What follows belongs to an exercise in optimizing a design on an open flow for small area; a production flow would make more cautious choices.
Function was checked by simulation only, so behaviour that the tests miss may differ from the original.
No activity file was given, so power comes from the tool's default toggle rates.

===== flow/flow/run.sh =====
#!/bin/bash
# The standard layout (standard.sh) with these changes:
#  - the lane selector module tsb_onehot_mux is synthesized from its gate-level version
#    flow/onehot_mux_cells.v (same function as the RTL's behavioural module);
#  - synthesis maps the rest of the combinational logic with an area-oriented abc script
#    (flow/synth.tcl wraps synth_recipe.tcl, which is otherwise unchanged);
#  - the port buffers that global placement inserts are made from the smallest buffer
#    instead of the flow's default choice. Every input and output port still gets one.
# Each step's full output is in orfs/logs/ as usual; make's output is in *_flow.log.
set -euo pipefail
cd "$(dirname "$0")/.."
here=$(pwd)
grep -q '^module tsb_onehot_mux' design.v
awk '/^module tsb_onehot_mux/{skip=1} !skip{print} skip&&/^endmodule/{skip=0}' design.v > design_own.v
cat flow/onehot_mux_cells.v >> design_own.v
sed -e "s#SYNTH_SCRIPT=[^ ]*#SYNTH_SCRIPT=$here/flow/synth.tcl VERILOG_FILES=$here/design_own.v#" standard.sh > own_synth.sh
bash own_synth.sh synth > synth_flow.log 2>&1
export BUFFER_PORTS_ARGS="-buffer_cell sky130_fd_sc_hd__buf_1"
bash standard.sh > standard_flow.log 2>&1

===== flow/flow/area.abc =====
&get -n
&st
&syn2
&dch
&nf -a -R 1000
&put

===== flow/flow/onehot_mux_cells.v =====
// Gate-level version of tsb_onehot_mux (the one-hot AND-OR lane selector) for 15
// candidates, used by flow/run.sh in place of the RTL's behavioural module: per output
// bit, five a222oi cells each AND-OR three candidates, and an and3 + nand3 OR the five
// inverted results. Same function as the RTL module.
module tsb_onehot_mux #(
    parameter int N = 15,
    parameter int W = 8
) (
    input  wire [N-1:0]   sel,
    input  wire [N*W-1:0] dat,
    output wire [W-1:0]   y
);
    for (genvar b = 0; b < W; b++) begin : g_bit
        wire [4:0] n;
        wire       m;
        for (genvar g = 0; g < 5; g++) begin : g_grp
            sky130_fd_sc_hd__a222oi_1 u_aoi (
                .A1(sel[3*g]),   .A2(dat[(3*g)*W + b]),
                .B1(sel[3*g+1]), .B2(dat[(3*g+1)*W + b]),
                .C1(sel[3*g+2]), .C2(dat[(3*g+2)*W + b]),
                .Y(n[g]));
        end
        sky130_fd_sc_hd__and3_1  u_and  (.A(n[0]), .B(n[1]), .C(n[2]), .X(m));
        sky130_fd_sc_hd__nand3_1 u_nand (.A(m), .B(n[3]), .C(n[4]), .Y(y[b]));
    end
endmodule

===== flow/flow/synth.tcl =====
# The standard flow's synthesis script (synth_recipe.tcl, unchanged), with Yosys's abc pass given an
# area-oriented mapping script (flow/area.abc) in place of ORFS's speed script. Only the
# combinational logic between the registers is mapped by abc; the registers, their names
# and cell types come from the steps before it, as in the standard synthesis.
set ::own_abc_script [file join [file dirname [info script]] area.abc]
proc abc {args} {
  set i [lsearch -exact $args -script]
  if { $i >= 0 } {
    lset args [expr {$i + 1}] $::own_abc_script
  }
  yosys abc {*}$args
}
source [file join [file dirname [file dirname [info script]]] synth_recipe.tcl]

===== flow/standard.sh =====
#!/bin/bash
# synth_recipe.tcl (not shown) runs the flow's synth.tcl, then flattens the netlist and writes it again
# the make line also repeats each setting of config.mk as NAME=value (left out here)
make -C /OpenROAD-flow-scripts/flow DESIGN_CONFIG=/design/flow/config.mk WORK_HOME=/design/flow/orfs CLKGATE_MAP_FILE= SYNTH_SCRIPT=/design/flow/synth_recipe.tcl "${@:-finish}"

===== flow/config.mk =====
export PLATFORM = sky130hd
export DESIGN_NAME = transpose_skew_buffer
export DESIGN_NICKNAME = transpose_skew_buffer
export VERILOG_FILES = /design/flow/design.v
export SDC_FILE = /design/flow/constraint.sdc
export NUM_CORES = 4
export LEC_CHECK = 0
export CAP_MARGIN = 20
export CORE_MARGIN = 2
export CORE_UTILIZATION = 65
export CTS_BUF_LIST = sky130_fd_sc_hd__clkbuf_16
export CTS_CLUSTER_DIAMETER = 60
export CTS_CLUSTER_SIZE = 22
export SETUP_SLACK_MARGIN = 0.1
export SLEW_MARGIN = 20

===== flow/constraint.sdc =====
create_clock -name core_clock -period 5.0 [get_ports {clk}]
set_input_delay 1.0000 -clock core_clock [delete_from_list [all_inputs] [get_ports {clk}]]
set_output_delay 1.0000 -clock core_clock [all_outputs]
set_load 0.01 [all_outputs]

===== flow/design.v =====
module transpose_skew_buffer #(
    parameter int DIM  = 8,
    parameter int BITS = 8,
    parameter int SKEW = 1
) (
    input  logic                     clk,
    input  logic                     rst_n,
    input  logic                     clr,
    input  logic                     wr_valid,
    output logic                     wr_ready,
    input  logic [DIM-1:0][BITS-1:0] wr_data,
    input  logic                     mode,
    input  logic                     en,
    output logic [DIM-1:0][BITS-1:0] Aout,
    output logic                     out_valid,
    output logic                     tile_done,
    output logic                     busy
);
    localparam int LAST = 2*DIM-2;         
    localparam int JW   = DIM;             
    localparam int IW   = (DIM > 1) ? $clog2(DIM) : 1;
    logic [BITS-1:0]          wbuf [DIM][DIM];
    logic [BITS-1:0]          dbuf [DIM][DIM];
    logic [BITS-1:0]          last_reg;
    logic                     mode_reg;
    logic [1:0]               full_reg;
    logic                     wr_bank_reg;
    logic                     rd_bank_reg;
    logic [IW-1:0]            wr_idx_reg;
    logic [JW-1:0]            step0_reg;    
    logic [JW-1:0]            step1_reg;    
    logic [JW-1:0]            step_cur;
    logic                     busy_reg;
    logic                     shown_reg;    
    logic                     out_valid_reg;
    logic                     tile_done_reg;
    function automatic logic jis(input logic [JW-1:0] j, input int s);
        if (s == 0)       jis = !j[JW-1] && !j[0];
        else if (s < JW)  jis =  j[s-1] && !j[s];
        else if (s == JW) jis =  j[JW-1] && j[0];
        else              jis = !j[s-JW-1] && j[s-JW];
    endfunction
    logic                     wr_take;
    logic                     wr_fire;
    logic                     drain_fire;
    logic                     last_step;
    logic                     start_idle;
    logic                     start_next;
    logic                     load;
    logic [1:0]               full_set;
    logic [1:0]               full_clr;
    assign wr_take    = wr_valid && !full_reg[wr_bank_reg];
    assign wr_fire    = wr_take && !clr;
    assign drain_fire = busy_reg && en;
    assign step_cur   = step0_reg | step1_reg;
    assign last_step  = jis(step_cur, LAST);
    assign start_idle = !busy_reg && full_reg[rd_bank_reg];
    assign start_next = drain_fire && last_step && full_reg[~rd_bank_reg];
    assign load       = start_idle || start_next;
    assign full_set   = (wr_fire && wr_idx_reg == IW'(DIM-1)) ? (2'b01 << wr_bank_reg) : 2'b00;
    assign full_clr   = (drain_fire && last_step) ? (2'b01 << rd_bank_reg) : 2'b00;
    always_ff @(posedge clk) begin
        if (wr_take) begin
            for (int c = 0; c < DIM; c++)
                wbuf[0][c] <= wr_data[DIM-1-c];
            for (int r = 1; r < DIM; r++)
                for (int c = 0; c < DIM; c++)
                    wbuf[r][c] <= wbuf[r-1][c];
        end
    end
    always_ff @(posedge clk) begin
        if (load) begin
            mode_reg <= mode;
            for (int r = 0; r < DIM; r++)
                for (int c = 0; c < DIM; c++)
                    dbuf[r][c] <= wbuf[DIM-1-r][c];
        end
    end
    always_ff @(posedge clk) begin
        if (drain_fire && last_step)
            last_reg <= dbuf[DIM-1][DIM-1];
    end
    always_ff @(posedge clk or negedge rst_n) begin
        if (!rst_n) begin
            full_reg      <= '0;
            wr_bank_reg   <= 1'b0;
            rd_bank_reg   <= 1'b0;
            wr_idx_reg    <= '0;
            step0_reg     <= '0;
            step1_reg     <= '0;
            busy_reg      <= 1'b0;
            shown_reg     <= 1'b0;
            out_valid_reg <= 1'b0;
            tile_done_reg <= 1'b0;
        end else if (clr) begin
            full_reg      <= '0;
            wr_bank_reg   <= 1'b0;
            rd_bank_reg   <= 1'b0;
            wr_idx_reg    <= '0;
            step0_reg     <= '0;
            step1_reg     <= '0;
            busy_reg      <= 1'b0;
            shown_reg     <= 1'b0;
            out_valid_reg <= 1'b0;
            tile_done_reg <= 1'b0;
        end else begin
            full_reg <= (full_reg & ~full_clr) | full_set;
            if (wr_fire) begin
                wr_idx_reg <= wr_idx_reg + 1'b1;
                if (wr_idx_reg == IW'(DIM-1))
                    wr_bank_reg <= ~wr_bank_reg;
            end
            out_valid_reg <= drain_fire;
            tile_done_reg <= drain_fire && last_step;
            if (start_idle) begin
                busy_reg <= 1'b1;
            end else if (drain_fire) begin
                if (last_step) begin
                    shown_reg   <= 1'b1;
                    rd_bank_reg <= ~rd_bank_reg;
                    step0_reg   <= '0;
                    step1_reg   <= '0;
                    if (!full_reg[~rd_bank_reg])
                        busy_reg <= 1'b0;
                end else begin
                    if (mode_reg)
                        step1_reg <= {step1_reg[JW-2:0], ~step1_reg[JW-1]};
                    else
                        step0_reg <= {step0_reg[JW-2:0], ~step0_reg[JW-1]};
                end
            end
        end
    end
    logic            mid;
    logic [LAST:0]   sel_row;    
    logic [LAST:0]   sel_col;    
    assign mid = step_cur[0] || step_cur[JW-1];
    always_comb begin
        for (int t = 0; t <= LAST; t++) begin
            sel_row[t] = jis(step0_reg, t + 1);
            sel_col[t] = jis(step1_reg, t + 1);
        end
    end
    localparam int NSEL = 2*DIM - 1;
    for (genvar gi = 0; gi < DIM; gi++) begin : g_lane
        logic [NSEL-1:0]           csel;
        logic [NSEL*BITS-1:0]      cdat;    
        always_comb begin
            int j;
            csel = '0;
            cdat = '0;
            j = 0;
            for (int k = 0; k < DIM; k++) begin
                if (gi + k <= LAST - 1) begin
                    csel[j] = (k == gi) ? (sel_row[gi + k] || sel_col[gi + k]) : sel_row[gi + k];
                    cdat[j*BITS +: BITS] = dbuf[gi][k];
                    j = j + 1;
                    if (k != gi) begin
                        csel[j] = sel_col[gi + k];
                        cdat[j*BITS +: BITS] = dbuf[k][gi];
                        j = j + 1;
                    end
                end
            end
            if (gi == DIM-1) begin
                csel[j] = shown_reg && !mid;
                cdat[j*BITS +: BITS] = last_reg;
            end
        end
        tsb_onehot_mux #(.N(NSEL), .W(BITS)) u_mux (.sel(csel), .dat(cdat), .y(Aout[gi]));
    end
    assign wr_ready  = !full_reg[wr_bank_reg];
    assign out_valid = out_valid_reg;
    assign tile_done = tile_done_reg;
    assign busy      = busy_reg;
endmodule
module tsb_onehot_mux #(
    parameter int N = 15,
    parameter int W = 8
) (
    input  logic [N-1:0]        sel,
    input  logic [N*W-1:0]      dat,      
    output logic [W-1:0]        y
);
    always_comb begin
        y = '0;
        for (int j = 0; j < N; j++)
            y = y | ({W{sel[j]}} & dat[j*W +: W]);
    end
endmodule

==> impl_metrics.py, run 1 <==
metrics = {
    "detailed_routing": {
        "wire_per_inst_um": 29.2,
        "drc": 0,
        "vias": 18400,
        "postRouteAntennaNets": 0,
        "drt-pass1-iter-count": 11,
        "drt_iter0_markers": 3738,
        "vias_per_cell": 6.98,
        "totalWireLength_um": 77100,
    },
    "global_route": {
        "met1_usage_pct": 37.2,
        "use_met3_pct": 5.90,
        "grt_max_degree": 165,
        "track_usage_pct": 26.7,
        "first_global_vias": 17800,
        "grt_util_met2_pct": 43.4,
        "grt.overflow.total": 0,
        "antenna_found_initial": 0,
        "grt_pass1_wl_um": 111000,
        "grt.busiest_layer": "met2",
    },
    "sta": {
        "finalHoldViolCount": 0,
        "finalMaxSlewViolations": 0,
        "rsz0062_at_grt": "no",
        "layout_min_cycle_time_ps": 4200,
        "relSlewSlack_pct": 22.6,
        "fin_skew_ps": 22.3,
        "finalSetupViolCount": 0,
        "finalSetupTns_ps": 0,
        "tightest_slew_ps": 1160,
        "period_share_pct": 84.1,
        "max_freq_mhz": 238,
    },
    "synth": {
        "synth_seq_area_share_pct": 87.5,
        "syn-instance-count": 1611,
        "synth_cell_types": 28,
        "synth_warnings": 3,
        "synthesis.nets": 1683,
        "synth_area_leader_cell": "edfxtp_1",
        "synth_area_um2": 36200,
        "yosysTopAreaCellShare_pct": 85.6,
        "yosys_register_bits": 1060,
        "synth_area_leaders": "edfxtp_1, a222oi_1, dfrtp_1",
        "avgSynthCellArea_um2": 22.5,
    },
    "layout": {
        "fill_cells": 3330,
        "drive_gt1_share_pct": 8.26,
        "multiInputGateArea_um2": 4670,
        "fin_area_um2": 40200,
        "register_area_um2": 31700,
        "largestRegisters": "dbuf (512), wbuf (512)",
        "post-route-util_pct": 72.9,
        "antenna_cells": 0,
        "nets": 1932,
        "final_common_cell": "edfxtp_1",
        "most-common-layout-cells": "edfxtp_1, a222oi_1, buf_1",
        "area_growth_syn_to_layout_pct": 10.8,
    },
    "die": {
        "rows": 86,
        "die_y_um": 240,
        "ios": 138,
        "start_util_pct": 65.8,
        "design.core.area_um2": 55100,
        "die_w_um": 240,
        "die-area_um2": 57700,
    },
    "cts": {
        "post_cts_buffers": 0,
        "cts_sinks": 1060,
        "numCtsBuffers": 58,
        "cts_tree": "built",
        "hold_buffers": 0,
        "cts_resized": 0,
        "root_buffer": "clkbuf_16",
        "clkTransAtPathRegs_ps": 90,
        "htreeDepth": 2,
        "cts_buffer_depth": 3,
        "clock_latency_ps": 650,
    },
    "power": {
        "ir_drop_uv": 333,
        "p_leak_uw": 0.0127,
        "pwr_density_cell_nw_per_um2": 382,
    },
    "place": {
        "hpwl_um": 47100,
        "place.gp.congestion": 0.826,
        "placed_area_um2": 38400,
        "port_buffers": 137,
    },
    "critical_path": {
        "worstSetupPathType": "reg2out",
        "critPathMaxFanout": 17,
        "endpoint_kind": "output port",
        "crit_arrival_ps": 3200,
        "worstPathRequired_ps": 4000,
        "crit_path_start_kind": "flop",
    },
    "run": {
        "drv_cap": 0,
    },
    "outcome": {
        "outcome": "timing/DRC/antenna clean",
    },
    "worst_hold_path": {
        "hold_class": "in2async",
    },
}
## synthesized netlist by cell type (all sizes together)
cell type	n
nor4	1
a311oi	1
o31ai	1
o21ai	7
nand2b	1
a211oi	1
ha	2
and2	2
nor2	10
a21oi	6
a22o	13
or2	6
xnor2	1
nand3	64
or3	1
nand2	8
and3	64
nor3b	1
nor3	4
edfxtp	1033
nor2b	24
dfrtp	27
a222oi	320
o21a	1
mux2i	2
a32o	1
o22ai	1
clkinv	8
## per-stage QoR
stage / instances / power [uW] / setup slack (ps) / hold WS (ps)
final: 2637 / 15300 / 795 / 349
after CTS: 2637 / 15400 / 760 / 319
after global placement: 2547 / 10500 / 1490 / 401
after floorplan: 1611 / 10400 / -4900 / 400
after detailed placement: 2548 / 10500 / 1500 / 405
after global routing: 2637 / 15800 / 602 / 341
## worst max-delay path, stage by stage (launching register included)
cell,delay (ps)
dfrtp_1,470
nor2b_1,170
buf_4,310
or2_0,810
a222oi_1,220
and3_1,270
nand3_1,120
buf_1,170
## logic make-up after synthesis
group / count (synthesis) / share of synthesized area (%)
adder cells (fa/ha/maj): 2 / 0.0690
flip-flops: 1060 / 87.5
buffers and inverters: 8 / 0.0829
AND/OR/NAND/NOR: 186 / 2.86
multiplexers: 2 / 0.0552
AO/OA/AOI/OAI: 352 / 9.46
XOR/XNOR: 1 / 0.0242
## path summary, 6_finish.rpt
kind                                     startpoint                  endpoint  slack (ps)  cells past startpoint
min                                           rst_n  step0_reg[2]$_DFFE_PN0P_         350                      2
max reg2reg                step1_reg[6]$_DFFE_PN0P_     dbuf[48][1]$_DFFE_PP_        2200                      5
max                        step0_reg[2]$_DFFE_PN0P_                  Aout[11]         800                      7
min reg2reg                   wbuf[60][0]$_DFFE_PP_      dbuf[4][0]$_DFFE_PP_         410                      0
min in group core_clock       wbuf[60][0]$_DFFE_PP_      dbuf[4][0]$_DFFE_PP_         410                      0
max in group asynchronous                     rst_n  step0_reg[6]$_DFFE_PN0P_        4370                      2
## power by group
part           switching, uW  internal [uW]  leakage [uW]
clock network           2680           2370      0.000907
logic                    113           23.2       0.00177
registers                121          10000        0.0101
## per-layer routing
metal  vias to the layer above  routed length [um]
met3                       111                7510
met4                         0                1830
met2                      1009               37400
li1                       7922                   -
met5                         -                   0
met1                      9364               30300
## final cells by class
cell class / instances / share of cell area [%]
Sequential cell: 1060 / 78.9
Multi-Input combinational cell: 543 / 11.6
Clock buffer: 61 / 3.80
Timing Repair Buffer: 189 / 2.53
Tap cell: 748 / 2.33
Clock inverter: 28 / 0.623
Inverter: 8 / 0.153
==> run 2: changes to the inputs <==
--- a/flow/config.mk
+++ b/flow/config.mk
@@ -7,7 +7,7 @@
 export LEC_CHECK = 0
 export CAP_MARGIN = 20
 export CORE_MARGIN = 2
-export CORE_UTILIZATION = 65
+export CORE_UTILIZATION = 80
 export CTS_BUF_LIST = sky130_fd_sc_hd__clkbuf_16
 export CTS_CLUSTER_DIAMETER = 60
 export CTS_CLUSTER_SIZE = 22
==> run 2 against run 1 <==
  * Still clean on timing, DRC and antenna
  * Cell area shrank 0.88%
  * Final cell count is 6.0% lower
  * Via count up 14%
  * Critical path depth is the same
  * Maximum frequency down 2.5%
  * Wire length increased by 24%
  * Register-to-register slack lost 570 ps
  * Clock skew rose by 13 ps
  * Area after synthesis is the same
  * Global-route usage grew 14 points
  * Setup slack worse by 110 ps
==> impl_metrics.py, run 2 <==
metrics = {
    "outcome": {
        "outcome": "timing/DRC/antenna clean",
    },
    "layout": {
        "largestRegisters": "dbuf (512), wbuf (512)",
        "most-common-layout-cells": "edfxtp_1, a222oi_1, buf_1",
        "area_growth_syn_to_layout_pct": 9.81,
        "register_area_um2": 31700,
        "final_common_cell": "edfxtp_1",
        "drive_gt1_share_pct": 7.74,
        "antenna_cells": 0,
        "post-route-util_pct": 89.4,
        "multiInputGateArea_um2": 4660,
        "fill_cells": 1490,
        "nets": 1932,
    },
    "power": {
        "share_comb_of_total_power_pct": 0.9,
        "power_switching_share_pct": 19.7,
        "p_clk_share_pct": 31.8,
        "ir_drop_uv": 356,
        "p_switching_uw": 2980,
        "p_leak_uw": 0.0127,
        "p_total_uw": 15100,
        "pwr_density_cell_nw_per_um2": 380,
        "p_seq_share_pct": 67.3,
        "p_int_uw": 12100,
    },
    "global_route": {
        "track_usage_pct": 41.1,
        "grt.overflow.total": 0,
        "grt_pass1_wl_um": 137000,
        "first_global_vias": 20600,
        "grt_max_degree": 206,
        "antenna_found_initial": 2,
    },
    "detailed_routing": {
        "wire_per_inst_um": 38.6,
        "drc": 0,
        "drt-pass1-iter-count": 15,
        "vias": 21000,
        "totalWireLength_um": 95600,
        "postRouteAntennaNets": 0,
        "drt_iter0_markers": 5761,
        "vias_per_cell": 8.47,
    },
    "critical_path": {
        "cp_slowest_cell": "a222oi_1",
        "cp_cell_sequence": "nor2b_2 > buf_4 > or2_0 > a222oi_1 > and3_1 > nand3_1 > buf_1",
        "cp_top_family": "simple AND/OR/NAND/NOR gates",
        "crit_path_start_kind": "flop",
        "worstPathRequired_ps": 4000,
        "worstSetupPathType": "reg2out",
        "crit_arrival_ps": 3310,
        "endpoint_kind": "output port",
        "timing.critical_path.buf_inv": 2,
        "critPathMaxFanout": 33,
        "crit_path_max_incr_delay_ps": 640,
    },
    "synth": {
        "synth.most_common_cell": "edfxtp_1",
        "avgSynthCellArea_um2": 22.5,
        "synth_seq_area_share_pct": 87.5,
        "syn-instance-count": 1611,
        "synth_area_um2": 36200,
        "synth_area_leader_cell": "edfxtp_1",
        "async_flop_share_pct": 2.55,
        "synth_area_leaders": "edfxtp_1, a222oi_1, dfrtp_1",
        "synth_cell_types": 28,
        "synthFlopType": "edfxtp_1",
        "yosysTopAreaCellShare_pct": 85.6,
        "synthesis.nets": 1683,
        "yosys-top-cells-count": "edfxtp_1, a222oi_1, and3_1, nand3_1, dfrtp_1",
        "synth-edff-count": 1033,
        "yosys_register_bits": 1060,
        "synth_warnings": 3,
    },
    "die": {
        "start_util_pct": 81.4,
        "die-area_um2": 47000,
        "ios": 138,
        "die_w_um": 217,
        "rows": 77,
        "die_y_um": 217,
        "design.core.area_um2": 44500,
    },
    "sta": {
        "relSlewSlack_pct": 19.8,
        "finalSetupViolCount": 0,
        "finalMaxSlewViolations": 0,
        "fin_skew_ps": 35.6,
        "max_freq_mhz": 232,
        "layout_min_cycle_time_ps": 4310,
        "finalSetupTns_ps": 0,
        "finalHoldViolCount": 0,
        "tightest_slew_ps": 1200,
        "period_share_pct": 86.2,
        "rsz0062_at_grt": "no",
    },
    "cts": {
        "htreeDepth": 2,
        "post_cts_buffers": 0,
        "cts_tree": "built",
        "cts_sinks": 1060,
        "hold_buffers": 0,
        "clock_latency_ps": 640,
        "clkTransAtPathRegs_ps": 90,
        "numCtsBuffers": 55,
        "cts_resized": 0,
        "root_buffer": "clkbuf_16",
        "cts_buffer_depth": 3,
    },
    "place": {
        "place.gp.congestion": 0.876,
        "port_buffers": 137,
        "hpwl_um": 51900,
    },
    "run": {
        "drv_cap": 0,
    },
    "worst_hold_path": {
        "hold_class": "reg2reg",
    },
}
==> run 2: worst register-to-register path, delay by kind of cell (launching register included) <==
kind | cells | cell delay (ps)
DFF | 1 | 570
AOI/OAI and AO/OA | 1 | 520
and+or+nand+nor | 3 | 1090
buffers and inverters | 2 | 830
==> run 2: layout make-up <==
type	count	share of cell area [%]
Tap cell	592	1.86
Inverter	8	0.154
Sequential cell	1060	79.6
Clock buffer	58	3.65
Clock inverter	26	0.296
Multi-Input combinational cell	543	11.7
Timing Repair Buffer	192	2.70
==> run 2: per-layer routing <==
layer	up-vias	GRT usage (%)	share of wire, %
met5	-	0	0.027
met1	10200	53.1	30
met4	4	18.2	5.3
met3	422	9.60	15
li1	7891	-	-
met2	2518	68.5	50
==> run 2: cells by family (layout without fill, tap and decap cells) <==
kind of cell | after synthesis | after routing | share of synthesized area [%]
flops | 1060 | 1060 | 87.5
compound gates | 352 | 352 | 9.46
mux | 2 | 2 | 0.0552
buf+inv | 8 | 284 | 0.0829
xor+xnor | 1 | 1 | 0.0242
simple gates | 186 | 186 | 2.86
fa+ha+maj | 2 | 2 | 0.0690
==> run 2: through the flow <==
stage / worst slack (ps) / hold WS, ps / area (um2) / instances
CTS: 828 / 398 / 39800 / 2478
detailed placement: 1600 / 405 / 38200 / 2394
floorplan: -4900 / 400 / 36300 / 1611
global route: 714 / 418 / 39800 / 2479
global placement: 1710 / 401 / 38200 / 2394
finish: 689 / 411 / 39800 / 2479
==> run 2: final timing paths <==
| path | startpoint | to | slack (ps) | cells after the start |
|---|---|---|---|---|
| worst min register to register | wbuf[59][3]$_DFFE_PP_ | dbuf[3][3]$_DFFE_PP_ | 410 | 0 |
| worst max-delay path | step0_reg[4]$_DFFE_PN0P_ | Aout[21] | 690 | 7 |
| min in group asynchronous | rst_n | step1_reg[4]$_DFFE_PN0P_ | 430 | 2 |
| max in group asynchronous | rst_n | step0_reg[4]$_DFFE_PN0P_ | 4270 | 2 |
| worst max register to register | step1_reg[6]$_DFFE_PN0P_ | dbuf[13][6]$_DFFE_PP_ | 1630 | 6 |
| worst min-delay path | wbuf[59][3]$_DFFE_PP_ | dbuf[3][3]$_DFFE_PP_ | 410 | 0 |
==> run 2: power by group through the flow <==
stage               Sequential (uW)  Clock [uW]  Combinational [uW]
finish                        10200        4800                 144
global route                  10200        5010                 155
global placement              10300           0                 136
floorplan                     10300           0                69.7
CTS                           10200        4760                 142
detailed placement            10300           0                 140
==> run 3: changes to the inputs <==
--- a/flow/config.mk
+++ b/flow/config.mk
@@ -9,7 +9,7 @@
 export CORE_MARGIN = 2
 export CORE_UTILIZATION = 80
 export CTS_BUF_LIST = sky130_fd_sc_hd__clkbuf_16
-export CTS_CLUSTER_DIAMETER = 60
-export CTS_CLUSTER_SIZE = 22
+export CTS_CLUSTER_DIAMETER = 65
+export CTS_CLUSTER_SIZE = 26
 export SETUP_SLACK_MARGIN = 0.1
 export SLEW_MARGIN = 20
==> run 3 against run 2 <==
  * The flow now stops in 4_1_cts
  * Synthesized cell count did not move
  * Area after synthesis did not move
==> impl_metrics.py, run 3 <==
metrics = {
    "synth": {
        "synth_warnings": 3,
        "avgSynthCellArea_um2": 22.5,
        "synth_cell_types": 28,
        "synth-edff-count": 1033,
        "syn-instance-count": 1611,
        "synthFlopType": "edfxtp_1",
        "synth_area_leaders": "edfxtp_1, a222oi_1, dfrtp_1",
        "synth.most_common_cell": "edfxtp_1",
        "yosys_register_bits": 1060,
        "yosys-top-cells-count": "edfxtp_1, a222oi_1, and3_1, nand3_1, dfrtp_1",
        "yosysTopAreaCellShare_pct": 85.6,
        "synth_seq_area_share_pct": 87.5,
        "synthesis.nets": 1683,
        "synth_area_leader_cell": "edfxtp_1",
        "synth_area_um2": 36200,
        "async_flop_share_pct": 2.55,
    },
    "outcome": {
        "stop_error": "[ERROR DPL-0033] detailed placement checks failed during check placement.",
        "haltStage": "4_1_cts",
        "outcome": "aborted with a tool error",
    },
    "cts": {
        "htreeDepth": 2,
        "post_cts_buffers": 0,
        "cts_buffer_depth": 3,
        "numCtsBuffers": 48,
        "cts_sinks": 1060,
        "hold_buffers": 0,
        "root_buffer": "clkbuf_16",
        "cts_resized": 0,
    },
    "place": {
        "dp_worst_setup_slack_ps": 1600,
        "place.gp.congestion": 0.876,
        "port_buffers": 137,
        "hpwl_um": 51900,
        "placed_area_um2": 38200,
    },
    "die": {
        "ios": 138,
        "start_util_pct": 81.4,
        "die_y_um": 217,
        "rows": 77,
        "die_w_um": 217,
    },
}
==> run 3: cell counts after synthesis <==
Identical to the previous run, type by type.
==> run 3: kinds of logic after synthesis <==
family                   share of synthesized area (%)
AO/OA/AOI/OAI                                     9.46
XOR/XNOR                                        0.0242
adder cells (fa/ha/maj)                         0.0690
buffers and inverters                           0.0829
flip-flops                                        87.5
multiplexers                                    0.0552
AND/OR/NAND/NOR                                   2.86
==> run 3: power groups by stage <==
stage | logic (uW) | clock network, uW | registers, uW
3_5_place_dp | 140 | 0 | 10300
3_3_place_gp | 136 | 0 | 10300
2_1_floorplan | 69.7 | 0 | 10300
==> run 3: worst max-delay path by stage <==
stage	end	slack, ps	depth (start not counted)
floorplan	dbuf[0][0]$_DFFE_PP_	-4900	4
global placement	Aout[4]	1710	6
detailed placement	Aout[15]	1600	7
==> run 3: through the flow <==
| stage | cells | util [%] |
|---|---|---|
| 3_3_place_gp | 2394 | 85.9 |
| 3_5_place_dp | 2394 | 85.9 |
| 2_1_floorplan | 1611 | - |
==> run 4: changes to the inputs <==
--- a/flow/design.v
+++ b/flow/design.v
@@ -27,9 +27,7 @@
     logic                     wr_bank_reg;
     logic                     rd_bank_reg;
     logic [IW-1:0]            wr_idx_reg;
-    logic [JW-1:0]            step0_reg;    
-    logic [JW-1:0]            step1_reg;    
-    logic [JW-1:0]            step_cur;
+    logic [JW-1:0]            step_reg;
     logic                     busy_reg;
     logic                     shown_reg;    
     logic                     out_valid_reg;
@@ -52,8 +50,7 @@
     assign wr_take    = wr_valid && !full_reg[wr_bank_reg];
     assign wr_fire    = wr_take && !clr;
     assign drain_fire = busy_reg && en;
-    assign step_cur   = step0_reg | step1_reg;
-    assign last_step  = jis(step_cur, LAST);
+    assign last_step  = jis(step_reg, LAST);
     assign start_idle = !busy_reg && full_reg[rd_bank_reg];
     assign start_next = drain_fire && last_step && full_reg[~rd_bank_reg];
     assign load       = start_idle || start_next;
@@ -86,8 +83,7 @@
             wr_bank_reg   <= 1'b0;
             rd_bank_reg   <= 1'b0;
             wr_idx_reg    <= '0;
-            step0_reg     <= '0;
-            step1_reg     <= '0;
+            step_reg      <= '0;
             busy_reg      <= 1'b0;
             shown_reg     <= 1'b0;
             out_valid_reg <= 1'b0;
@@ -97,8 +93,7 @@
             wr_bank_reg   <= 1'b0;
             rd_bank_reg   <= 1'b0;
             wr_idx_reg    <= '0;
-            step0_reg     <= '0;
-            step1_reg     <= '0;
+            step_reg      <= '0;
             busy_reg      <= 1'b0;
             shown_reg     <= 1'b0;
             out_valid_reg <= 1'b0;
@@ -118,15 +113,11 @@
                 if (last_step) begin
                     shown_reg   <= 1'b1;
                     rd_bank_reg <= ~rd_bank_reg;
-                    step0_reg   <= '0;
-                    step1_reg   <= '0;
+                    step_reg    <= '0;
                     if (!full_reg[~rd_bank_reg])
                         busy_reg <= 1'b0;
                 end else begin
-                    if (mode_reg)
-                        step1_reg <= {step1_reg[JW-2:0], ~step1_reg[JW-1]};
-                    else
-                        step0_reg <= {step0_reg[JW-2:0], ~step0_reg[JW-1]};
+                    step_reg <= {step_reg[JW-2:0], ~step_reg[JW-1]};
                 end
             end
         end
@@ -134,11 +125,11 @@
     logic            mid;
     logic [LAST:0]   sel_row;    
     logic [LAST:0]   sel_col;    
-    assign mid = step_cur[0] || step_cur[JW-1];
+    assign mid = step_reg[0] || step_reg[JW-1];
     always_comb begin
         for (int t = 0; t <= LAST; t++) begin
-            sel_row[t] = jis(step0_reg, t + 1);
-            sel_col[t] = jis(step1_reg, t + 1);
+            sel_row[t] = jis(step_reg, t + 1) && !mode_reg;
+            sel_col[t] = jis(step_reg, t + 1) &&  mode_reg;
         end
     end
     localparam int NSEL = 2*DIM - 1;
@@ -152,7 +143,7 @@
             j = 0;
             for (int k = 0; k < DIM; k++) begin
                 if (gi + k <= LAST - 1) begin
-                    csel[j] = (k == gi) ? (sel_row[gi + k] || sel_col[gi + k]) : sel_row[gi + k];
+                    csel[j] = (k == gi) ? jis(step_reg, gi + k + 1) : sel_row[gi + k];
                     cdat[j*BITS +: BITS] = dbuf[gi][k];
                     j = j + 1;
                     if (k != gi) begin
--- a/flow/config.mk
+++ b/flow/config.mk
@@ -9,7 +9,7 @@
 export CORE_MARGIN = 2
 export CORE_UTILIZATION = 80
 export CTS_BUF_LIST = sky130_fd_sc_hd__clkbuf_16
-export CTS_CLUSTER_DIAMETER = 65
-export CTS_CLUSTER_SIZE = 26
+export CTS_CLUSTER_DIAMETER = 60
+export CTS_CLUSTER_SIZE = 22
 export SETUP_SLACK_MARGIN = 0.1
 export SLEW_MARGIN = 20
==> run 4 against run 3 <==
  * The run now finishes clean
  * Area after synthesis down 0.79%
  * Synthesized cell count shrank 1.6%
==> impl_metrics.py, run 4 <==
metrics = {
    "outcome": {
        "outcome": "timing/DRC/antenna clean",
    },
    "die": {
        "start_util_pct": 81.1,
        "die_y_um": 216,
        "design.core.area_um2": 44300,
        "rows": 77,
        "die_w_um": 216,
        "ios": 138,
        "die-area_um2": 46700,
    },
    "run": {
        "drv_cap": 0,
    },
    "layout": {
        "largestRegisters": "dbuf (512), wbuf (512)",
        "post-route-util_pct": 89.3,
        "multiInputGateArea_um2": 4580,
        "register_area_um2": 31500,
        "antenna_cells": 0,
        "final_common_cell": "edfxtp_1",
        "fill_cells": 1523,
        "area_growth_syn_to_layout_pct": 10.0,
        "drive_gt1_share_pct": 7.45,
        "nets": 1906,
        "most-common-layout-cells": "edfxtp_1, a222oi_1, buf_1",
    },
    "cts": {
        "numCtsBuffers": 54,
        "clock_latency_ps": 640,
        "post_cts_buffers": 0,
        "root_buffer": "clkbuf_16",
        "cts_resized": 0,
        "cts_buffer_depth": 3,
        "cts_sinks": 1052,
        "clkTransAtPathRegs_ps": 90,
        "cts_tree": "built",
        "hold_buffers": 0,
        "htreeDepth": 2,
    },
    "critical_path": {
        "cp_top_family": "simple AND/OR/NAND/NOR gates",
        "endpoint_kind": "output port",
        "timing.critical_path.buf_inv": 2,
        "crit_arrival_ps": 3940,
        "crit_path_start_kind": "flop",
        "cp_slowest_cell": "nor2b_1",
        "crit_path_max_incr_delay_ps": 930,
        "worstPathRequired_ps": 4000,
        "critPathMaxFanout": 26,
        "worstSetupPathType": "reg2out",
        "cp_cell_sequence": "nor2b_1 > and2_2 > buf_4 > a222oi_1 > and3_1 > nand3_1 > buf_1",
    },
    "synth": {
        "synth_area_leaders": "edfxtp_1, a222oi_1, dfrtp_1",
        "synthesis.nets": 1657,
        "yosys_register_bits": 1052,
        "yosysTopAreaCellShare_pct": 86.3,
        "synth.most_common_cell": "edfxtp_1",
        "synth_area_um2": 36000,
        "async_flop_share_pct": 1.81,
        "synth-edff-count": 1033,
        "synth_warnings": 3,
        "yosys-top-cells-count": "edfxtp_1, a222oi_1, nand3_1",
        "avgSynthCellArea_um2": 22.7,
        "syn-instance-count": 1585,
        "synth_cell_types": 24,
        "synth_area_leader_cell": "edfxtp_1",
        "synth_seq_area_share_pct": 87.6,
        "synthFlopType": "edfxtp_1",
    },
    "sta": {
        "relSlewSlack_pct": 21.3,
        "hold_ws_ps": 325,
        "rsz0062_at_grt": "no",
        "finalMaxSlewViolations": 0,
        "fin_skew_ps": 25.0,
        "layout_min_cycle_time_ps": 4940,
        "fin_ws_ps": 56.6,
        "finalSetupViolCount": 0,
        "finalHoldViolCount": 0,
        "tightest_slew_ps": 1180,
        "max_freq_mhz": 202,
        "period_share_pct": 98.9,
    },
    "global_route": {
        "grt.overflow.total": 0,
        "grt_max_degree": 188,
        "track_usage_pct": 38.5,
        "grt_pass1_wl_um": 130000,
        "antenna_found_initial": 1,
        "first_global_vias": 19400,
    },
    "power": {
        "p_int_uw": 12100,
        "p_seq_share_pct": 67.1,
        "ir_drop_uv": 603,
        "p_switching_uw": 2940,
        "p_leak_uw": 0.0126,
        "share_comb_of_total_power_pct": 0.9,
        "power_switching_share_pct": 19.5,
        "pwr_density_cell_nw_per_um2": 381,
        "p_clk_share_pct": 32.0,
    },
    "worst_hold_path": {
        "hold_class": "in2async",
    },
    "place": {
        "port_buffers": 137,
        "hpwl_um": 50500,
        "dp_worst_setup_slack_ps": 1040,
        "place.gp.congestion": 0.918,
    },
    "detailed_routing": {
        "vias": 20300,
        "drt_iter0_markers": 6007,
        "postRouteAntennaNets": 0,
        "drt-pass1-iter-count": 17,
        "vias_per_cell": 8.23,
        "totalWireLength_um": 89200,
        "drc": 0,
        "wire_per_inst_um": 36.1,
    },
}
==> run 4: final timing paths <==
| kind | slack (ps) | depth (start not counted) | startpoint | end |
|---|---|---|---|---|
| worst max-delay path | 60 | 7 | step_reg[7]$_DFFE_PN0P_ | Aout[43] |
| min in group core_clock | 420 | 0 | wbuf[63][7]$_DFFE_PP_ | dbuf[7][7]$_DFFE_PP_ |
| max in group asynchronous | 4300 | 1 | rst_n | shown_reg$_DFFE_PN0P_ |
| worst max register to register | 1930 | 4 | wr_bank_reg$_DFFE_PN0P_ | wbuf[56][7]$_DFFE_PP_ |
| worst min-delay path | 330 | 1 | rst_n | wr_idx_reg[0]$_DFFE_PN0P_ |
| worst min register to register | 420 | 0 | wbuf[63][7]$_DFFE_PP_ | dbuf[7][7]$_DFFE_PP_ |
==> run 4: cells by family (layout without fill, tap and decap cells) <==
group,after synthesis,count (layout),synth area share (%)
DFF,1052,1052,87.6
AOI/OAI and AO/OA,338,338,9.27
and+or+nand+nor,186,187,2.94
adders and majority gates,2,2,0.0696
muxes,3,3,0.0835
buffers and inverters,3,297,0.0313
xor gates and xnor gates,1,1,0.0244
==> run 4: layout make-up <==
class,instances,share of cell area [%]
Timing Repair Buffer,192,2.68
Clock inverter,44,0.509
Sequential cell,1052,79.6
Clock buffer,58,3.67
Inverter,3,0.0949
Multi-Input combinational cell,531,11.6
Tap cell,592,1.87
==> run 4: power groups by stage <==
stage | Sequential, uW | Clock, uW | Combinational (uW)
after floorplan | 10200 | 0 | 68.3
after global placement | 10300 | 0 | 128
after detailed placement | 10300 | 0 | 131
after CTS | 10100 | 4820 | 134
after global routing | 10100 | 5060 | 146
final | 10100 | 4830 | 136
==> run 4: layer usage <==
metal	vias up	share of wire, %	wire length [um]	GRT usage [%]
li1	7832	-	-	-
met1	9778	33	29200	57.4
met2	2477	47	41700	58.7
met3	259	17	15300	10.0
met4	0	3.4	3000	10.9
met5	-	0	0	0
==> run 4: metrics by stage <==
| step | std cells | TNS, ps | power, uW | instance area [um2] |
|---|---|---|---|---|
| 2_1_floorplan | 1585 | -2552800 | 10300 | 36000 |
| 3_3_place_gp | 2368 | 0 | 10400 | 37900 |
| 3_5_place_dp | 2368 | 0 | 10400 | 37900 |
| 4_1_cts | 2470 | 0 | 15000 | 39500 |
| 5_1_grt | 2472 | 0 | 15300 | 39600 |
| 6_report | 2472 | 0 | 15100 | 39600 |
==> run 4: worst reg2reg max path, delay by kind of cell, from the launching register on <==
family | cells | cell delay [ps]
multiplexers | 1 | 350
flip-flops | 1 | 490
buffers and inverters | 2 | 1440
AND/OR/NAND/NOR | 1 | 390
==> run 5: changes to the inputs <==
--- a/flow/config.mk
+++ b/flow/config.mk
@@ -11,5 +11,6 @@
 export CTS_BUF_LIST = sky130_fd_sc_hd__clkbuf_16
 export CTS_CLUSTER_DIAMETER = 60
 export CTS_CLUSTER_SIZE = 22
+export GPL_TIMING_DRIVEN = 0
 export SETUP_SLACK_MARGIN = 0.1
 export SLEW_MARGIN = 20
==> run 5 against run 4 <==
  * The flow now stops in 4_1_cts
  * Area after synthesis did not move
  * Synthesized cell count stayed put
==> impl_metrics.py, run 5 <==
metrics = {
    "synth": {
        "synth_cell_types": 24,
        "yosys-top-cells-count": "edfxtp_1, a222oi_1, nand3_1",
        "async_flop_share_pct": 1.81,
        "muxShareOfSynthArea_pct": 0.0835,
        "avgSynthCellArea_um2": 22.7,
        "synth_seq_area_share_pct": 87.6,
        "synth_warnings": 3,
        "yosys_register_bits": 1052,
        "synth-compound-area-share_pct": 9.27,
        "synthesis.nets": 1657,
        "synthAdderAreaFrac_pct": 0.0696,
        "synth.most_common_cell": "edfxtp_1",
        "synth_area_um2": 36000,
        "synthFlopType": "edfxtp_1",
        "synth-edff-count": 1033,
        "yosys.area_share.simple_pct": 2.94,
        "synth_top_family_by_area": "compound AO/OA/AOI/OAI gates",
        "syn-instance-count": 1585,
        "yosysTopAreaCellShare_pct": 86.3,
        "synth_xor_area_share_pct": 0.0244,
        "synth_area_leaders": "edfxtp_1, a222oi_1, dfrtp_1",
        "synth_area_leader_cell": "edfxtp_1",
    },
    "place": {
        "hpwl_um": 54200,
        "place.gp.congestion": 0.873,
        "placed_area_um2": 38700,
        "numPlacedInstances": 2376,
        "dp_worst_setup_slack_ps": 799,
        "port_buffers": 137,
    },
    "die": {
        "rows": 77,
        "die_y_um": 216,
        "start_util_pct": 81.1,
        "die_w_um": 216,
        "ios": 138,
    },
    "outcome": {
        "haltStage": "4_1_cts",
        "outcome": "aborted with a tool error",
        "stop_error": "[ERROR DPL-0033] detailed placement checks failed during check placement.",
    },
    "cts": {
        "root_buffer": "clkbuf_16",
        "cts_resized": 2,
        "post_cts_buffers": 1,
        "numCtsBuffers": 54,
        "cts_buffer_depth": 3,
        "hold_buffers": 0,
        "htreeDepth": 2,
        "cts_sinks": 1052,
    },
}
[run 5: cell counts after synthesis]
Identical to the previous run, type by type.
[run 5: power groups by stage]
stage / Clock [uW] / Combinational [uW] / Sequential, uW
detailed placement: 0 / 133 / 10300
global placement: 0 / 119 / 10300
floorplan: 0 / 68.3 / 10200
[run 5: kinds of logic after synthesis]
kind of cell,Yosys count
flip-flops,1052
multiplexers,3
buffers and inverters,3
AND/OR/NAND/NOR,186
XOR/XNOR,1
AO/OA/AOI/OAI,338
adder cells (fa/ha/maj),2
[run 5: worst min-delay path by stage]
| stage | slack (ps) | endpoint | startpoint |
|---|---|---|---|
| 2_1_floorplan | 400 | dbuf[0][0]$_DFFE_PP_ | wbuf[56][0]$_DFFE_PP_ |
| 3_3_place_gp | 400 | last_reg[2]$_DFFE_PN_ | dbuf[63][2]$_DFFE_PP_ |
| 3_5_place_dp | 400 | dbuf[5][0]$_DFFE_PP_ | wbuf[61][0]$_DFFE_PP_ |
[run 5: through the flow]
| stage | hold slack (ps) | total power (uW) | util [%] | setup TNS, ps |
|---|---|---|---|---|
| 3_5_place_dp | 405 | 10400 | 87.3 | 0 |
| 2_1_floorplan | 400 | 10300 | - | -2552800 |
| 3_3_place_gp | 401 | 10400 | 84.1 | -5172950 |
==> run 6: changes to the inputs <==
--- a/flow/config.mk
+++ b/flow/config.mk
@@ -11,6 +11,5 @@
 export CTS_BUF_LIST = sky130_fd_sc_hd__clkbuf_16
 export CTS_CLUSTER_DIAMETER = 60
 export CTS_CLUSTER_SIZE = 22
-export GPL_TIMING_DRIVEN = 0
-export SETUP_SLACK_MARGIN = 0.1
+export SETUP_SLACK_MARGIN = 0.3
 export SLEW_MARGIN = 20
==> run 6 against run 5 <==
  * The run now finishes clean
  * Area after synthesis stayed put
  * Synthesized cell count unchanged
==> impl_metrics.py, run 6 <==
metrics = {
    "outcome": {
        "outcome": "timing/DRC/antenna clean",
    },
    "layout": {
        "fin_cells": 2472,
        "area_growth_syn_to_layout_pct": 10.0,
        "largestRegisters": "dbuf (512), wbuf (512)",
        "antenna_cells": 0,
        "nets": 1906,
        "post-route-util_pct": 89.3,
        "drive_gt1_share_pct": 7.50,
        "most-common-layout-cells": "edfxtp_1, a222oi_1, buf_1",
        "final_common_cell": "edfxtp_1",
    },
    "sta": {
        "rsz0062_at_grt": "no",
        "finalHoldViolCount": 0,
        "layout_min_cycle_time_ps": 4680,
        "tightest_slew_ps": 1100,
        "max_freq_mhz": 214,
        "finalMaxSlewViolations": 0,
        "period_share_pct": 93.5,
        "finalSetupViolCount": 0,
        "relSlewSlack_pct": 26.6,
        "fin_skew_ps": 30.2,
    },
    "critical_path": {
        "reg2reg_from": "step_reg[5]$_DFFE_PN0P_",
        "reg2regPathDepth": 5,
        "endpoint_kind": "output port",
        "cp_top_family": "simple AND/OR/NAND/NOR gates",
        "worstSetupPathType": "reg2out",
        "crit_path_max_incr_delay_ps": 960,
        "crit_path_start_kind": "flop",
        "timing.critical_path.buf_inv": 1,
        "worstPathRequired_ps": 4000,
        "critPathMaxFanout": 16,
        "crit_arrival_ps": 3680,
        "cp_slowest_cell": "and2_0",
        "cp_cell_sequence": "nor2b_1 > and2_0 > a222oi_1 > nand3_1 > buf_1",
        "r2r_end": "dbuf[1][5]$_DFFE_PP_",
        "rrSetupSlack_ps": 1860,
    },
    "power": {
        "pwr_density_cell_nw_per_um2": 381,
        "ir_drop_uv": 635,
        "p_leak_uw": 0.0126,
    },
    "detailed_routing": {
        "postRouteAntennaNets": 0,
        "totalWireLength_um": 89800,
        "drt_iter0_markers": 6044,
        "wire_per_inst_um": 36.3,
        "vias": 20400,
        "drc": 0,
        "drt-pass1-iter-count": 13,
        "vias_per_cell": 8.26,
    },
    "global_route": {
        "first_global_vias": 19400,
        "grt.overflow.total": 0,
        "grt_max_degree": 188,
        "grt_pass1_wl_um": 130000,
        "antenna_found_initial": 1,
        "track_usage_pct": 38.7,
    },
    "synth": {
        "synth_warnings": 3,
        "syn-instance-count": 1585,
        "async_flop_share_pct": 1.81,
        "synth-edff-count": 1033,
        "synth_cell_types": 24,
        "yosys_register_bits": 1052,
        "synthFlopType": "edfxtp_1",
        "synth_seq_area_share_pct": 87.6,
        "synth_area_um2": 36000,
        "synth_area_leaders": "edfxtp_1, a222oi_1, dfrtp_1",
        "synth_area_leader_cell": "edfxtp_1",
        "yosysTopAreaCellShare_pct": 86.3,
        "synthesis.nets": 1657,
        "avgSynthCellArea_um2": 22.7,
        "yosys-top-cells-count": "edfxtp_1, a222oi_1, nand3_1",
        "synth.most_common_cell": "edfxtp_1",
    },
    "cts": {
        "root_buffer": "clkbuf_16",
        "cts_buffer_depth": 3,
        "clock_latency_ps": 640,
        "numCtsBuffers": 54,
        "clkTransAtPathRegs_ps": 90,
        "htreeDepth": 2,
        "cts_sinks": 1052,
        "cts_tree": "built",
    },
    "place": {
        "place.gp.congestion": 0.918,
        "hpwl_um": 50500,
        "numPlacedInstances": 2368,
        "port_buffers": 137,
    },
    "run": {
        "drv_cap": 0,
    },
    "die": {
        "rows": 77,
        "start_util_pct": 81.1,
        "die_y_um": 216,
        "die_w_um": 216,
        "design.core.area_um2": 44300,
        "ios": 138,
        "die-area_um2": 46700,
    },
    "worst_hold_path": {
        "hold_class": "in2async",
    },
}
run 6: worst max-delay path by stage:
stage                                  from                    to  slack, ps  cells after the start
floorplan                                en  dbuf[0][0]$_DFFE_PP_      -4980                      2
global placement    step_reg[7]$_DFFE_PN0P_              Aout[17]       1140                      7
detailed placement  step_reg[7]$_DFFE_PN0P_              Aout[17]       1040                      7
CTS                 step_reg[3]$_DFFE_PN0P_               Aout[5]        500                      7
global route        step_reg[5]$_DFFE_PN0P_              Aout[57]        380                      5
finish              step_reg[5]$_DFFE_PN0P_              Aout[57]        320                      5
run 6: what timing repair did:
| item | 4_1_cts | 5_1_grt |
|---|---|---|
| hold buffers | 0 | 0 |
| setup buffers | 1 | 0 |
| setup endpoints to repair | 17 | 0 |
| endpoints found under the hold margin | 0 | 0 |
| gates resized for setup | 4 | 0 |
run 6: cell families (layout without fill, tap and decap cells):
| family | Yosys count | after routing | synth area share (%) |
|---|---|---|---|
| muxes | 3 | 3 | 0.0835 |
| buffers and inverters | 3 | 297 | 0.0313 |
| xor gates and xnor gates | 1 | 1 | 0.0244 |
| and+or+nand+nor | 186 | 187 | 2.94 |
| AOI/OAI and AO/OA | 338 | 338 | 9.27 |
| DFF | 1052 | 1052 | 87.6 |
| adders and majority gates | 2 | 2 | 0.0696 |
run 6: stage by stage:
step                setup TNS [ps]  power [uW]  hold slack (ps)  area (um2)  setup WS, ps
floorplan                 -2552800       10300              400       36000         -4980
global placement                 0       10400              401       37900          1140
detailed placement               0       10400              405       37900          1040
CTS                              0       15000              317       39600           505
global route                     0       15300              352       39600           381
finish                           0       15100              338       39600           324
run 6: final cells by class:
| cell class | instances | area (um2) |
|---|---|---|
| Sequential cell | 1052 | 31500 |
| Fill cell | 1526 | 4750 |
| Multi-Input combinational cell | 531 | 4580 |
| Clock buffer | 58 | 1450 |
| Timing Repair Buffer | 192 | 1060 |
| Tap cell | 592 | 741 |
| Clock inverter | 44 | 201 |
| Inverter | 3 | 37.5 |
run 6: power by group:
group          internal, uW  total [uW]  switching, uW
Combinational          21.6         136            115
Clock                  2150        4830           2680
Sequential             9960       10100            153
run 6: layer usage:
| layer | global-route usage (%) | share of wire [%] |
|---|---|---|
| met3 | 9.67 | 17 |
| met4 | 10.7 | 3.3 |
| met1 | 58.2 | 33 |
| met2 | 59.0 | 47 |
| met5 | 0 | 0 |
run 6: worst reg2reg max path: stages (launching register included):
cell and delay, ps:
dfrtp_1 550, nor2b_1 780, nand3_4 220, o22ai_4 290, buf_12 330, buf_12 480
==> run 7: changes to the inputs <==
--- a/flow/config.mk
+++ b/flow/config.mk
@@ -7,7 +7,7 @@
 export LEC_CHECK = 0
 export CAP_MARGIN = 20
 export CORE_MARGIN = 2
-export CORE_UTILIZATION = 80
+export CORE_UTILIZATION = 75
 export CTS_BUF_LIST = sky130_fd_sc_hd__clkbuf_16
 export CTS_CLUSTER_DIAMETER = 60
 export CTS_CLUSTER_SIZE = 22
==> run 7 against run 6 <==
  * Clock skew decreased by 8.4 ps
  * Cell area is 0.17% higher
  * Clock-buffer cell count shrank 1
  * Critical path depth up 2
  * Worst hold slack lost 41 ps
  * Clock power decreased by 1%
  * Non-clock buffer count is 6 higher
  * Die area up 6.5%
  * Synthesized cell count is the same
  * Utilization decreased by 5.9 points
  * Sequential share of layout area down 0.14 points
==> impl_metrics.py, run 7 <==
metrics = {
    "outcome": {
        "outcome": "timing/DRC/antenna clean",
    },
    "sta": {
        "finalHoldViolCount": 0,
        "period_share_pct": 92.9,
        "layout_min_cycle_time_ps": 4640,
        "rsz0062_at_grt": "yes",
        "max_freq_mhz": 215,
        "finalSetupViolCount": 0,
        "fin_skew_ps": 21.8,
        "relSlewSlack_pct": 29.1,
        "tightest_slew_ps": 1060,
        "hold_ws_ps": 297,
        "finalMaxSlewViolations": 0,
    },
    "global_route": {
        "first_global_vias": 17700,
        "grt_util_met2_pct": 43.6,
        "track_usage_pct": 31.1,
        "grt.busiest_layer": "met1",
        "grt_pass1_wl_um": 113000,
        "use_met3_pct": 8.53,
        "grt.overflow.total": 0,
        "grt_max_degree": 172,
        "antenna_found_initial": 2,
        "met1_usage_pct": 50.3,
    },
    "worst_hold_path": {
        "hold_class": "in2async",
    },
    "critical_path": {
        "crit_path_start_kind": "flop",
        "endpoint_kind": "output port",
        "worstSetupPathType": "reg2out",
        "cp_cell_sequence": "nor2b_1 > nor2b_4 > buf_4 > a222oi_1 > and3_1 > nand3_1 > buf_1",
        "crit_arrival_ps": 3640,
        "cp_slowest_cell": "nor2b_4",
        "worstPathRequired_ps": 4000,
        "crit_path_max_incr_delay_ps": 730,
        "critPathMaxFanout": 25,
    },
    "cts": {
        "htreeDepth": 2,
        "clkTransAtPathRegs_ps": 80,
        "root_buffer": "clkbuf_16",
        "cts_tree": "built",
        "cts_sinks": 1052,
        "numCtsBuffers": 55,
        "clock_latency_ps": 640,
        "cts_buffer_depth": 3,
    },
    "synth": {
        "synth_cell_types": 24,
        "syn-instance-count": 1585,
        "yosys-top-cells-count": "edfxtp_1, a222oi_1, nand3_1",
        "async_flop_share_pct": 1.81,
        "synthFlopType": "edfxtp_1",
        "yosysTopAreaCellShare_pct": 86.3,
        "synth_warnings": 3,
        "synth_seq_area_share_pct": 87.6,
        "avgSynthCellArea_um2": 22.7,
        "synth_area_um2": 36000,
        "synth-edff-count": 1033,
        "synth.most_common_cell": "edfxtp_1",
        "synth_area_leaders": "edfxtp_1, a222oi_1, dfrtp_1",
        "synth_area_leader_cell": "edfxtp_1",
        "yosys_register_bits": 1052,
        "synthesis.nets": 1657,
    },
    "place": {
        "port_buffers": 137,
        "hpwl_um": 49400,
        "place.gp.congestion": 0.927,
        "placed_area_um2": 38000,
    },
    "detailed_routing": {
        "postRouteAntennaNets": 0,
        "wire_per_inst_um": 30.9,
        "totalWireLength_um": 76900,
        "drc": 0,
        "drt_iter0_markers": 4496,
        "vias": 18800,
        "vias_per_cell": 7.53,
        "drt-pass1-iter-count": 13,
    },
    "die": {
        "die_w_um": 223,
        "design.core.area_um2": 47500,
        "ios": 138,
        "rows": 80,
        "die-area_um2": 49700,
        "die_y_um": 223,
        "start_util_pct": 75.6,
    },
    "layout": {
        "fill_cells": 2146,
        "antenna_cells": 0,
        "final_common_cell": "edfxtp_1",
        "register_area_um2": 31500,
        "fin_area_um2": 39600,
        "nets": 1912,
        "largestRegisters": "dbuf (512), wbuf (512)",
        "drive_gt1_share_pct": 7.88,
        "most-common-layout-cells": "edfxtp_1, a222oi_1, buf_1",
        "area_growth_syn_to_layout_pct": 10.2,
        "multiInputGateArea_um2": 4560,
    },
    "power": {
        "p_leak_uw": 0.0126,
        "pwr_density_cell_nw_per_um2": 378,
        "ir_drop_uv": 377,
    },
    "run": {
        "drv_cap": 0,
    },
}
==> run 7: cell count changes in the layout (fill, tap and decap cells not counted), moves of 2 or more <==
cell	change
clkinvlp_4	+2
and2_1	-2
nor3b_2	+2
buf_4	+5
inv_1	-12
bufinv_16	+2
nor2b_2	-3
and2_0	+2
==> run 7: worst max-delay path: cells and delay by family, from the launching register on <==
| family | cells | cell delay (ps) |
|---|---|---|
| buffers and inverters | 2 | 630 |
| and+or+nand+nor | 4 | 1660 |
| DFF | 1 | 500 |
| AOI/OAI and AO/OA | 1 | 210 |
==> run 7: final cells by class <==
cell class / instances / area share (%)
Clock inverter: 38 / 0.619
Sequential cell: 1052 / 79.5
Tap cell: 615 / 1.94
Inverter: 3 / 0.0947
Clock buffer: 57 / 3.60
Multi-Input combinational cell: 530 / 11.5
Timing Repair Buffer: 198 / 2.77
==> run 7: final timing paths <==
check,start,endpoint,slack [ps],cells past startpoint
setup reg to reg,step_reg[6]$_DFFE_PN0P_,dbuf[17][3]$_DFFE_PP_,2000,5
hold / removal,rst_n,full_reg[1]$_DFF_PN0_,300,1
min in group core_clock,dbuf[63][2]$_DFFE_PP_,last_reg[2]$_DFFE_PN_,420,0
max in group asynchronous,rst_n,step_reg[5]$_DFFE_PN0P_,4170,2
hold reg to reg,dbuf[63][2]$_DFFE_PP_,last_reg[2]$_DFFE_PN_,420,0
setup / recovery,step_reg[0]$_DFFE_PN0P_,Aout[62],360,7
==> run 7: per-layer routing <==
metal	share of wire, %	vias up
li1	-	7837
met1	39	9309
met2	44	1530
met3	15	95
met4	1.8	4
met5	0.088	-
==> run 7: cell families (layout without fill, tap and decap cells) <==
| group | Yosys count | count (layout) | synth area share, % |
|---|---|---|---|
| muxes | 3 | 3 | 0.0835 |
| adders and majority gates | 2 | 2 | 0.0696 |
| buffers and inverters | 3 | 296 | 0.0313 |
| DFF | 1052 | 1052 | 87.6 |
| and+or+nand+nor | 186 | 186 | 2.94 |
| AOI/OAI and AO/OA | 338 | 338 | 9.27 |
| xor gates and xnor gates | 1 | 1 | 0.0244 |
==> run 7: metrics by stage <==
step / util [%] / worst slack [ps] / setup TNS (ps) / cells / power [uW]
finish: 83.4 / 356 / 0 / 2493 / 15000
global route: 83.4 / 242 / 0 / 2493 / 15300
CTS: 83.4 / 408 / 0 / 2492 / 15000
detailed placement: 79.8 / 934 / 0 / 2397 / 10400
global placement: 79.8 / 1090 / 0 / 2396 / 10400
floorplan: - / -4980 / -2552800 / 1585 / 10300
==> run 7: where the power goes <==
part	internal, uW	switching (uW)
registers	9960	126
clock network	2220	2540
logic	22.4	112
total	12200	2780
==> run 7: repair_timing <==
item / 4_1_cts / 5_1_grt
cloned: 0 / 0
resized for setup: 1 / 0
setup endpoints to repair: 6 / 4
buffers inserted: 0 / 0
hold buffers: 0 / 0
==> run 8: changes to the inputs <==
--- a/flow/flow/run.sh
+++ b/flow/flow/run.sh
@@ -5,8 +5,7 @@
 #  - synthesis maps the rest of the combinational logic with an area-oriented abc script
 #    (flow/synth.tcl wraps synth_recipe.tcl, which is otherwise unchanged);
 #  - the port buffers that global placement inserts are made from the smallest buffer
-#    instead of the flow's default choice. Every input and output port still gets one.
-# Each step's full output is in orfs/logs/ as usual; make's output is in *_flow.log.
+#    instead of the flow's default choice. Every input and output port still gets one;
 set -euo pipefail
 cd "$(dirname "$0")/.."
 here=$(pwd)
@@ -16,4 +15,5 @@
 sed -e "s#SYNTH_SCRIPT=[^ ]*#SYNTH_SCRIPT=$here/flow/synth.tcl VERILOG_FILES=$here/design_own.v#" standard.sh > own_synth.sh
 bash own_synth.sh synth > synth_flow.log 2>&1
 export BUFFER_PORTS_ARGS="-buffer_cell sky130_fd_sc_hd__buf_1"
+export CTS_ARGS="-sink_clustering_enable -repair_clock_nets -sink_clustering_size 22 -sink_clustering_max_diameter 60 -buf_list sky130_fd_sc_hd__clkbuf_16 -dont_use_dummy_load"
 bash standard.sh > standard_flow.log 2>&1
--- a/flow/config.mk
+++ b/flow/config.mk
@@ -11,5 +11,6 @@
 export CTS_BUF_LIST = sky130_fd_sc_hd__clkbuf_16
 export CTS_CLUSTER_DIAMETER = 60
 export CTS_CLUSTER_SIZE = 22
+export PLACE_DENSITY = 0.85
 export SETUP_SLACK_MARGIN = 0.3
 export SLEW_MARGIN = 20
==> run 8 against run 7 <==
  * Sequential share of layout area increased by 0.73 points
  * Wire length increased by 11%
  * Largest power group unchanged
  * Area after synthesis unchanged
  * Critical path depth unchanged
  * Critical path type unchanged
  * Highest routed layer unchanged
  * Cell area decreased by 0.91%
==> impl_metrics.py, run 8 <==
metrics = {
    "sta": {
        "finalMaxSlewViolations": 0,
        "rsz0062_at_grt": "no",
        "finalHoldViolCount": 0,
        "finalSetupTns_ps": 0,
        "hold_ws_ps": 315,
        "layout_min_cycle_time_ps": 4660,
        "finalSetupViolCount": 0,
        "relSlewSlack_pct": 25.0,
        "period_share_pct": 93.3,
        "fin_skew_ps": 63.7,
        "max_freq_mhz": 214,
        "tightest_slew_ps": 1120,
    },
    "detailed_routing": {
        "totalWireLength_um": 85800,
        "vias_per_cell": 8.22,
        "drc": 0,
        "wire_per_inst_um": 35.1,
        "drt_iter0_markers": 5196,
        "drt-pass1-iter-count": 11,
        "postRouteAntennaNets": 0,
        "vias": 20100,
    },
    "global_route": {
        "grt_pass1_wl_um": 126000,
        "track_usage_pct": 34.8,
        "first_global_vias": 19000,
        "antenna_found_initial": 2,
        "grt.overflow.total": 0,
        "grt_max_degree": 209,
    },
    "die": {
        "die-area_um2": 49700,
        "die_y_um": 223,
        "design.core.area_um2": 47500,
        "start_util_pct": 75.6,
        "ios": 138,
        "die_w_um": 223,
        "rows": 80,
    },
    "cts": {
        "clock_latency_ps": 670,
        "clkTransAtPathRegs_ps": 90,
        "htreeDepth": 2,
        "root_buffer": "clkbuf_16",
        "cts_resized": 0,
        "cts_sinks": 1052,
        "numCtsBuffers": 54,
        "cts_buffer_depth": 3,
        "post_cts_buffers": 0,
        "hold_buffers": 0,
        "cts_tree": "built",
    },
    "place": {
        "placed_area_um2": 37900,
        "hpwl_um": 49500,
        "numPlacedInstances": 2388,
        "place.gp.congestion": 0.898,
        "port_buffers": 137,
    },
    "outcome": {
        "outcome": "timing/DRC/antenna clean",
    },
    "synth": {
        "async_flop_share_pct": 1.81,
        "synthFlopType": "edfxtp_1",
        "yosys-top-cells-count": "edfxtp_1, a222oi_1, nand3_1",
        "synth_warnings": 3,
        "synth_area_um2": 36000,
        "synth-edff-count": 1033,
        "synth.most_common_cell": "edfxtp_1",
        "avgSynthCellArea_um2": 22.7,
        "yosys_register_bits": 1052,
        "synth_area_leaders": "edfxtp_1, a222oi_1, dfrtp_1",
        "yosysTopAreaCellShare_pct": 86.3,
        "synth_seq_area_share_pct": 87.6,
        "synth_cell_types": 24,
        "synthesis.nets": 1657,
        "synth_area_leader_cell": "edfxtp_1",
        "syn-instance-count": 1585,
    },
    "power": {
        "ir_drop_uv": 620,
        "p_leak_uw": 0.0123,
        "pwr_density_cell_nw_per_um2": 374,
    },
    "layout": {
        "most-common-layout-cells": "edfxtp_1, a222oi_1, buf_1",
        "area_growth_syn_to_layout_pct": 9.22,
        "post-route-util_pct": 82.6,
        "antenna_cells": 0,
        "fin_cells": 2442,
        "fill_cells": 1962,
        "largestRegisters": "dbuf (512), wbuf (512)",
        "final_common_cell": "edfxtp_1",
        "drive_gt1_share_pct": 6.79,
        "nets": 1901,
        "fin_area_um2": 39300,
    },
    "critical_path": {
        "r2r_end": "dbuf[32][4]$_DFFE_PP_",
        "reg2reg_from": "step_reg[6]$_DFFE_PN0P_",
        "timing.critical_path.buf_inv": 3,
        "crit_path_max_incr_delay_ps": 730,
        "worstSetupPathType": "reg2out",
        "cp_cell_sequence": "buf_4 > nor2b_4 > buf_4 > a222oi_1 > and3_1 > nand3_1 > buf_1",
        "critPathMaxFanout": 31,
        "cp_top_family": "simple AND/OR/NAND/NOR gates",
        "endpoint_kind": "output port",
        "crit_path_start_kind": "flop",
        "cp_slowest_cell": "edfxtp_1",
        "rrSetupSlack_ps": 2030,
        "crit_top_cell": "buf_4",
        "crit_arrival_ps": 3660,
        "reg2regPathDepth": 5,
        "worstPathRequired_ps": 4000,
    },
    "run": {
        "drv_cap": 0,
    },
    "worst_hold_path": {
        "hold_class": "in2async",
    },
}
## run 8: report_power, final
part | switching, uW | leakage [uW] | total [uW] | internal, uW
combinational | 117 | 0.00171 | 140 | 23.3
sequential | 144 | 0.00996 | 10100 | 9960
clock | 2530 | 0.000665 | 4450 | 1920
## run 8: logic make-up (layout without fill, tap and decap cells)
| family | count (synthesis) | count (layout) | synth area share [%] |
|---|---|---|---|
| AO/OA/AOI/OAI | 338 | 338 | 9.27 |
| XOR/XNOR | 1 | 1 | 0.0244 |
| adder cells (fa/ha/maj) | 2 | 2 | 0.0696 |
| buffers and inverters | 3 | 245 | 0.0313 |
| flip-flops | 1052 | 1052 | 87.6 |
| multiplexers | 3 | 3 | 0.0835 |
| AND/OR/NAND/NOR | 186 | 186 | 2.94 |
## run 8: how the worst max path moves through the flow
stage | from | end | cells after the start
floorplan | en | dbuf[0][0]$_DFFE_PP_ | 2
global route | mode_reg$_DFFE_PP_ | Aout[40] | 7
finish | mode_reg$_DFFE_PP_ | Aout[40] | 7
global placement | mode_reg$_DFFE_PP_ | Aout[40] | 7
detailed placement | mode_reg$_DFFE_PP_ | Aout[40] | 7
CTS | mode_reg$_DFFE_PP_ | Aout[40] | 7
## run 8: area by class of cell
type	count	area, um2	share of cell area (%)
Tap cell	615	769	1.96
Sequential cell	1052	31500	80.2
Timing Repair Buffer	188	1070	2.72
Clock buffer	54	1350	3.44
Multi-Input combinational cell	530	4550	11.6
Inverter	3	37.5	0.0956
## run 8: stage by stage
step	setup slack, ps	total power, uW
after floorplan	-4980	10300
after global placement	1410	10400
after detailed placement	1220	10400
after CTS	457	14700
after global routing	305	14900
final	336	14700
## run 8: metal layers
| layer | track usage (%) | vias to the layer above | routed length, um |
|---|---|---|---|
| li1 | - | 7769 | - |
| met1 | 51.0 | 9803 | 28800 |
| met2 | 54.7 | 2267 | 41200 |
| met3 | 7.48 | 226 | 12900 |
| met4 | 9.96 | 4 | 2880 |
| met5 | 0 | - | 27 |

==> what the ideal ports hide <==
How much do the figures lean on ideal ports? The routed layouts below were timed once more, with nothing changed but the port constraints. Step 1 (the two cells are an assumption about what drives the block):
set clk [get_ports {clk}]
set_driving_cell -lib_cell sky130_fd_sc_hd__clkbuf_16 $clk
set_driving_cell -lib_cell sky130_fd_sc_hd__buf_2 [delete_from_list [all_inputs] $clk]
Step 2 times the ports against the registers' clock, not the clock port: input delays grow and output delays shrink by t, the midpoint of the rising clock arrivals with the driver on. a / b / c = no drivers / after step 1 / after step 2; a / b = the first two.
| run | t, ns | setup WS [ns] | worst setup path after step 2 | latest minus earliest clock arrival (ns) |
|---|---|---|---|---|
| run 1 | 0.702 | 0.795 / 0.737 / 1.439 | register to output | 0.025 / 0.025 |
| run 2 | 0.688 | 0.689 / 0.629 / 1.317 | register to output | 0.043 / 0.044 |
| run 4 | 0.691 | 0.057 / -0.004 / 0.687 | register to output | 0.029 / 0.029 |
| run 6 | 0.690 | 0.324 / 0.265 / 0.955 | register to output | 0.036 / 0.036 |
| run 7 | 0.685 | 0.356 / 0.297 / 0.982 | register to output | 0.023 / 0.022 |
| run 8 | 0.699 | 0.336 / 0.273 / 0.972 | register to output | 0.065 / 0.064 |
After both steps every run listed still meets setup and hold.
